What follows belongs to an exercise in optimizing a design on an open flow for small area and a short achievable clock period; a production flow would make more cautious choices. Only simulation tests tie the RTL to the original design; equivalence was not proved. Power and IR drop assume default switching activity.

==> 12-03 <==
// cpuPipeline
module cpuPipeline #(
	parameter int dataWidth = 16
) (
	input logic clk,
	input logic rst,
	input logic instrValid,
	input cpuPkg::instr_t instr,
	output logic wbValid,
	output cpuPkg::regAddr_t wbAddr,
	output logic [dataWidth-1:0] wbData
);
export LEC_CHECK = 0
export CAP_MARGIN = 20
export CORE_MARGIN = 2
export CORE_UTILIZATION = 40
export SETUP_SLACK_MARGIN = 4.0
export SLEW_MARGIN = 20
create_clock -name core_clock -period 7.5 [get_ports {clk}]
run.sh (not shown) runs the stock make flow with config.mk's settings and CLKGATE_MAP_FILE= SYNTH_SCRIPT=/design/flow/synth_recipe.tcl, a recipe that flattens the netlist after the stock synthesis.
==> 06-27: changes against 12-03 <==
--- a/flow/design.v
+++ b/flow/design.v
@@ -99,15 +99,13 @@
 	assign sub = sel[cpuPkg::selSub] | sel[cpuPkg::selSlt];
 	always_comb begin
 		if (sel[cpuPkg::selAddi]) opB = {{(dataWidth-cpuPkg::regAddrWidth){1'b0}}, imm};
 		else if (sub) opB = ~b;
 		else opB = b;
 	end
-	logic [dataWidth:0] sumC;
-	assign sumC = {a, sub} + {opB, sub};
-	assign sum = sumC[dataWidth:1];
+	assign sum = a + opB + {{(dataWidth-1){1'b0}}, sub};  
 	assign less = (a[dataWidth-1] ^ b[dataWidth-1]) ? a[dataWidth-1] : sum[dataWidth-1];
 	always_comb begin
 		y = '0;
 		if (sel[cpuPkg::selAdd] | sel[cpuPkg::selSub] | sel[cpuPkg::selAddi]) y = y | sum;
 		if (sel[cpuPkg::selAnd]) y = y | (a & b);
 		if (sel[cpuPkg::selOr]) y = y | (a | b);
@@ -650,15 +648,16 @@
 	input logic rst,
 	input logic instrValid,  
 	input cpuPkg::instr_t instr,
 	input logic wbValid,  
 	input cpuPkg::regAddr_t wbAddr,
 	input logic [dataWidth-1:0] wbData,
-	input logic [dataWidth-1:0] exResult,  
 	output logic [dataWidth-1:0] exRd1,
 	output logic [dataWidth-1:0] exRd2,
+	output logic exFwdA,  
+	output logic exFwdB,
 	output logic [cpuPkg::regAddrWidth-1:0] exImm,
 	output cpuPkg::regAddr_t exWriteAddr,
 	output logic exWriteEn,
 	output logic exMult,  
 	output logic [cpuPkg::selCount-1:0] exSel  
 );
@@ -699,42 +698,45 @@
 		end else begin
 			exWriteEn <= instrValid & (|sel);  
 			exMult <= instrValid & (opcode == cpuPkg::opMult);
 		end
 	end
 	always_ff @(posedge clk) begin
-		exRd1 <= (exWriteEn && (exWriteAddr == a1F)) ? exResult : rd1;
-		exRd2 <= (exWriteEn && (exWriteAddr == a2F)) ? exResult : rd2;
+		exRd1 <= rd1;
+		exRd2 <= rd2;
+		exFwdA <= exWriteEn && (exWriteAddr == a1F);
+		exFwdB <= exWriteEn && (exWriteAddr == a2F);
 		exImm <= immF;
 		exWriteAddr <= dstIsA2 ? a2F : immF;
 		exSel <= sel;
 	end
 endmodule
 module executeStage #(
 	parameter int dataWidth = 16
 ) (
 	input logic clk,
 	input logic rst,
 	input logic [dataWidth-1:0] exRd1,  
 	input logic [dataWidth-1:0] exRd2,
+	input logic exFwdA,
+	input logic exFwdB,
 	input logic [cpuPkg::regAddrWidth-1:0] exImm,
 	input cpuPkg::regAddr_t exWriteAddr,
 	input logic exWriteEn,
 	input logic exMult,
 	input logic [cpuPkg::selCount-1:0] exSel,
 	output logic wbValid,  
 	output cpuPkg::regAddr_t wbAddr,
-	output logic [dataWidth-1:0] wbData,
-	output logic [dataWidth-1:0] exResult  
+	output logic [dataWidth-1:0] wbData
 );
-	logic [dataWidth-1:0] srcA, srcB;
+	logic [dataWidth-1:0] srcA, srcB;  
 	logic [dataWidth-1:0] aluY;
 	logic [dataWidth-1:0] hi, lo;
 	logic [dataWidth-1:0] result;
-	assign srcA = exRd1;
-	assign srcB = exRd2;
+	assign srcA = exFwdA ? wbData : exRd1;
+	assign srcB = exFwdB ? wbData : exRd2;
 	aluUnit #(.dataWidth(dataWidth)) aluUnit_i (
 		.a(srcA),
 		.b(srcB),
 		.imm(exImm),
 		.sel(exSel),
 		.y(aluY)
@@ -748,13 +750,12 @@
 		.hi(hi),
 		.lo(lo)
 	);
 	assign result = aluY
 		| (hi & {dataWidth{exSel[cpuPkg::selHi]}})
 		| (lo & {dataWidth{exSel[cpuPkg::selLo]}});
-	assign exResult = result;
 	always_ff @(posedge clk) begin
 		if (rst) begin
 			wbValid <= 1'b0;
 		end else begin
 			wbValid <= exWriteEn;  
 		end
@@ -773,28 +774,27 @@
 	input cpuPkg::instr_t instr,
 	output logic wbValid,
 	output cpuPkg::regAddr_t wbAddr,
 	output logic [dataWidth-1:0] wbData
 );
 	logic [dataWidth-1:0] exRd1, exRd2;
-	logic [dataWidth-1:0] exResult;
+	logic exFwdA, exFwdB;
 	logic [cpuPkg::regAddrWidth-1:0] exImm;
 	cpuPkg::regAddr_t exWriteAddr;
 	logic exWriteEn;
 	logic exMult;
 	logic [cpuPkg::selCount-1:0] exSel;
 	decodeStage #(.dataWidth(dataWidth)) decodeStage_i (
 		.clk(clk), .rst(rst), .instrValid(instrValid), .instr(instr),
 		.wbValid(wbValid), .wbAddr(wbAddr), .wbData(wbData),
-		.exRd1(exRd1), .exRd2(exRd2), .exResult(exResult),
+		.exRd1(exRd1), .exRd2(exRd2), .exFwdA(exFwdA), .exFwdB(exFwdB),
 		.exImm(exImm), .exWriteAddr(exWriteAddr), .exWriteEn(exWriteEn),
 		.exMult(exMult), .exSel(exSel)
 	);
 	executeStage #(.dataWidth(dataWidth)) executeStage_i (
 		.clk(clk), .rst(rst),
-		.exRd1(exRd1), .exRd2(exRd2),
+		.exRd1(exRd1), .exRd2(exRd2), .exFwdA(exFwdA), .exFwdB(exFwdB),
 		.exImm(exImm), .exWriteAddr(exWriteAddr), .exWriteEn(exWriteEn),
 		.exMult(exMult), .exSel(exSel),
-		.wbValid(wbValid), .wbAddr(wbAddr), .wbData(wbData),
-		.exResult(exResult)
+		.wbValid(wbValid), .wbAddr(wbAddr), .wbData(wbData)
 	);
 endmodule
==> 10-04: changes against 12-03 <==
--- a/flow/design.v
+++ b/flow/design.v
@@ -99,15 +99,13 @@
 	assign sub = sel[cpuPkg::selSub] | sel[cpuPkg::selSlt];
 	always_comb begin
 		if (sel[cpuPkg::selAddi]) opB = {{(dataWidth-cpuPkg::regAddrWidth){1'b0}}, imm};
 		else if (sub) opB = ~b;
 		else opB = b;
 	end
-	logic [dataWidth:0] sumC;
-	assign sumC = {a, sub} + {opB, sub};
-	assign sum = sumC[dataWidth:1];
+	assign sum = a + opB + {{(dataWidth-1){1'b0}}, sub};  
 	assign less = (a[dataWidth-1] ^ b[dataWidth-1]) ? a[dataWidth-1] : sum[dataWidth-1];
 	always_comb begin
 		y = '0;
 		if (sel[cpuPkg::selAdd] | sel[cpuPkg::selSub] | sel[cpuPkg::selAddi]) y = y | sum;
 		if (sel[cpuPkg::selAnd]) y = y | (a & b);
 		if (sel[cpuPkg::selOr]) y = y | (a | b);
@@ -650,15 +648,16 @@
 	input logic rst,
 	input logic instrValid,  
 	input cpuPkg::instr_t instr,
 	input logic wbValid,  
 	input cpuPkg::regAddr_t wbAddr,
 	input logic [dataWidth-1:0] wbData,
-	input logic [dataWidth-1:0] exResult,  
 	output logic [dataWidth-1:0] exRd1,
 	output logic [dataWidth-1:0] exRd2,
+	output logic exFwdA,  
+	output logic exFwdB,
 	output logic [cpuPkg::regAddrWidth-1:0] exImm,
 	output cpuPkg::regAddr_t exWriteAddr,
 	output logic exWriteEn,
 	output logic exMult,  
 	output logic [cpuPkg::selCount-1:0] exSel  
 );
@@ -699,42 +698,45 @@
 		end else begin
 			exWriteEn <= instrValid & (|sel);  
 			exMult <= instrValid & (opcode == cpuPkg::opMult);
 		end
 	end
 	always_ff @(posedge clk) begin
-		exRd1 <= (exWriteEn && (exWriteAddr == a1F)) ? exResult : rd1;
-		exRd2 <= (exWriteEn && (exWriteAddr == a2F)) ? exResult : rd2;
+		exRd1 <= rd1;
+		exRd2 <= rd2;
+		exFwdA <= exWriteEn && (exWriteAddr == a1F);
+		exFwdB <= exWriteEn && (exWriteAddr == a2F);
 		exImm <= immF;
 		exWriteAddr <= dstIsA2 ? a2F : immF;
 		exSel <= sel;
 	end
 endmodule
 module executeStage #(
 	parameter int dataWidth = 16
 ) (
 	input logic clk,
 	input logic rst,
 	input logic [dataWidth-1:0] exRd1,  
 	input logic [dataWidth-1:0] exRd2,
+	input logic exFwdA,
+	input logic exFwdB,
 	input logic [cpuPkg::regAddrWidth-1:0] exImm,
 	input cpuPkg::regAddr_t exWriteAddr,
 	input logic exWriteEn,
 	input logic exMult,
 	input logic [cpuPkg::selCount-1:0] exSel,
 	output logic wbValid,  
 	output cpuPkg::regAddr_t wbAddr,
-	output logic [dataWidth-1:0] wbData,
-	output logic [dataWidth-1:0] exResult  
+	output logic [dataWidth-1:0] wbData
 );
-	logic [dataWidth-1:0] srcA, srcB;
+	logic [dataWidth-1:0] srcA, srcB;  
 	logic [dataWidth-1:0] aluY;
 	logic [dataWidth-1:0] hi, lo;
 	logic [dataWidth-1:0] result;
-	assign srcA = exRd1;
-	assign srcB = exRd2;
+	assign srcA = exFwdA ? wbData : exRd1;
+	assign srcB = exFwdB ? wbData : exRd2;
 	aluUnit #(.dataWidth(dataWidth)) aluUnit_i (
 		.a(srcA),
 		.b(srcB),
 		.imm(exImm),
 		.sel(exSel),
 		.y(aluY)
@@ -748,13 +750,12 @@
 		.hi(hi),
 		.lo(lo)
 	);
 	assign result = aluY
 		| (hi & {dataWidth{exSel[cpuPkg::selHi]}})
 		| (lo & {dataWidth{exSel[cpuPkg::selLo]}});
-	assign exResult = result;
 	always_ff @(posedge clk) begin
 		if (rst) begin
 			wbValid <= 1'b0;
 		end else begin
 			wbValid <= exWriteEn;  
 		end
@@ -773,28 +774,27 @@
 	input cpuPkg::instr_t instr,
 	output logic wbValid,
 	output cpuPkg::regAddr_t wbAddr,
 	output logic [dataWidth-1:0] wbData
 );
 	logic [dataWidth-1:0] exRd1, exRd2;
-	logic [dataWidth-1:0] exResult;
+	logic exFwdA, exFwdB;
 	logic [cpuPkg::regAddrWidth-1:0] exImm;
 	cpuPkg::regAddr_t exWriteAddr;
 	logic exWriteEn;
 	logic exMult;
 	logic [cpuPkg::selCount-1:0] exSel;
 	decodeStage #(.dataWidth(dataWidth)) decodeStage_i (
 		.clk(clk), .rst(rst), .instrValid(instrValid), .instr(instr),
 		.wbValid(wbValid), .wbAddr(wbAddr), .wbData(wbData),
-		.exRd1(exRd1), .exRd2(exRd2), .exResult(exResult),
+		.exRd1(exRd1), .exRd2(exRd2), .exFwdA(exFwdA), .exFwdB(exFwdB),
 		.exImm(exImm), .exWriteAddr(exWriteAddr), .exWriteEn(exWriteEn),
 		.exMult(exMult), .exSel(exSel)
 	);
 	executeStage #(.dataWidth(dataWidth)) executeStage_i (
 		.clk(clk), .rst(rst),
-		.exRd1(exRd1), .exRd2(exRd2),
+		.exRd1(exRd1), .exRd2(exRd2), .exFwdA(exFwdA), .exFwdB(exFwdB),
 		.exImm(exImm), .exWriteAddr(exWriteAddr), .exWriteEn(exWriteEn),
 		.exMult(exMult), .exSel(exSel),
-		.wbValid(wbValid), .wbAddr(wbAddr), .wbData(wbData),
-		.exResult(exResult)
+		.wbValid(wbValid), .wbAddr(wbAddr), .wbData(wbData)
 	);
 endmodule
SETUP_SLACK_MARGIN = unset   (was 4.0)
==> 01-24: changes against 12-03 <==
SETUP_SLACK_MARGIN = 4.6   (was 4.0)
==> qor summary <==
	06-27	12-03	10-04	01-24
Finished Layout Cells	3353	3372	3200	3384
Power attributed to sequential cells	2.42 mW	2.40 mW	2.42 mW	2.39 mW
ClkCell Share	5.114%	4.492%	5.320%	4.870%
Post-synthesis cell type count	64	88	64	88
Post-layout util	49.88%	47.57%	45.29%	49.89%
Normalized max-slew margin	38.62%	38.75%	18.25%	35.24%
Fraction of area in registers	36.41%	37.52%	39.92%	35.95%
Number of multi-input combinational cells	1489	1527	1489	1527
Floorplan core area	62740 um^2	64120 um^2	62740 um^2	64120 um^2
Highest ir drop seen on vdd	0.2026 mV	0.1953 mV	0.1944 mV	0.3202 mV
Starting density of the core	40.19%	40.21%	40.19%	40.21%
Result of the run	complete, no violations	complete, no violations	complete, no violations	complete, no violations
Routed len/inst	27.66 um	27.85 um	27.33 um	28.34 um
Number of placed instances, taps included	3101	3152	3115	3157

==> static timing again, ports no longer ideal <==
The flow's constraints put no driver on any port. The routed layouts listed below were extracted and timed again, unchanged, in two steps. Step 1 assumes that a clkbuf_16 drives the clock port and a buf_2 every other input. Step 2 times the ports against the registers' clock, not the clock port: input delays grow and output delays shrink by t, the midpoint of the rising clock arrivals with the driver on. Slacks: no drivers / after step 1 / after step 2; pairs: no drivers / after step 1.
run | t (ns) | setup slack, ns | worst data-port slew with drivers (ns)
12-03 | 0.647 | 3.692 / 3.692 / 3.421 | 0.05
06-27 | 0.657 | 3.287 / 3.287 / 3.287 | 0.05
10-04 | 0.659 | 2.350 / 2.350 / 2.350 | 0.04
01-24 | 0.664 | 3.753 / 3.753 / 3.753 | 0.04
After both steps every run listed still meets setup and hold. The setup slack of 12-03, which loses most, moves by 0.000 ns with the drivers and by -0.271 ns with both steps.
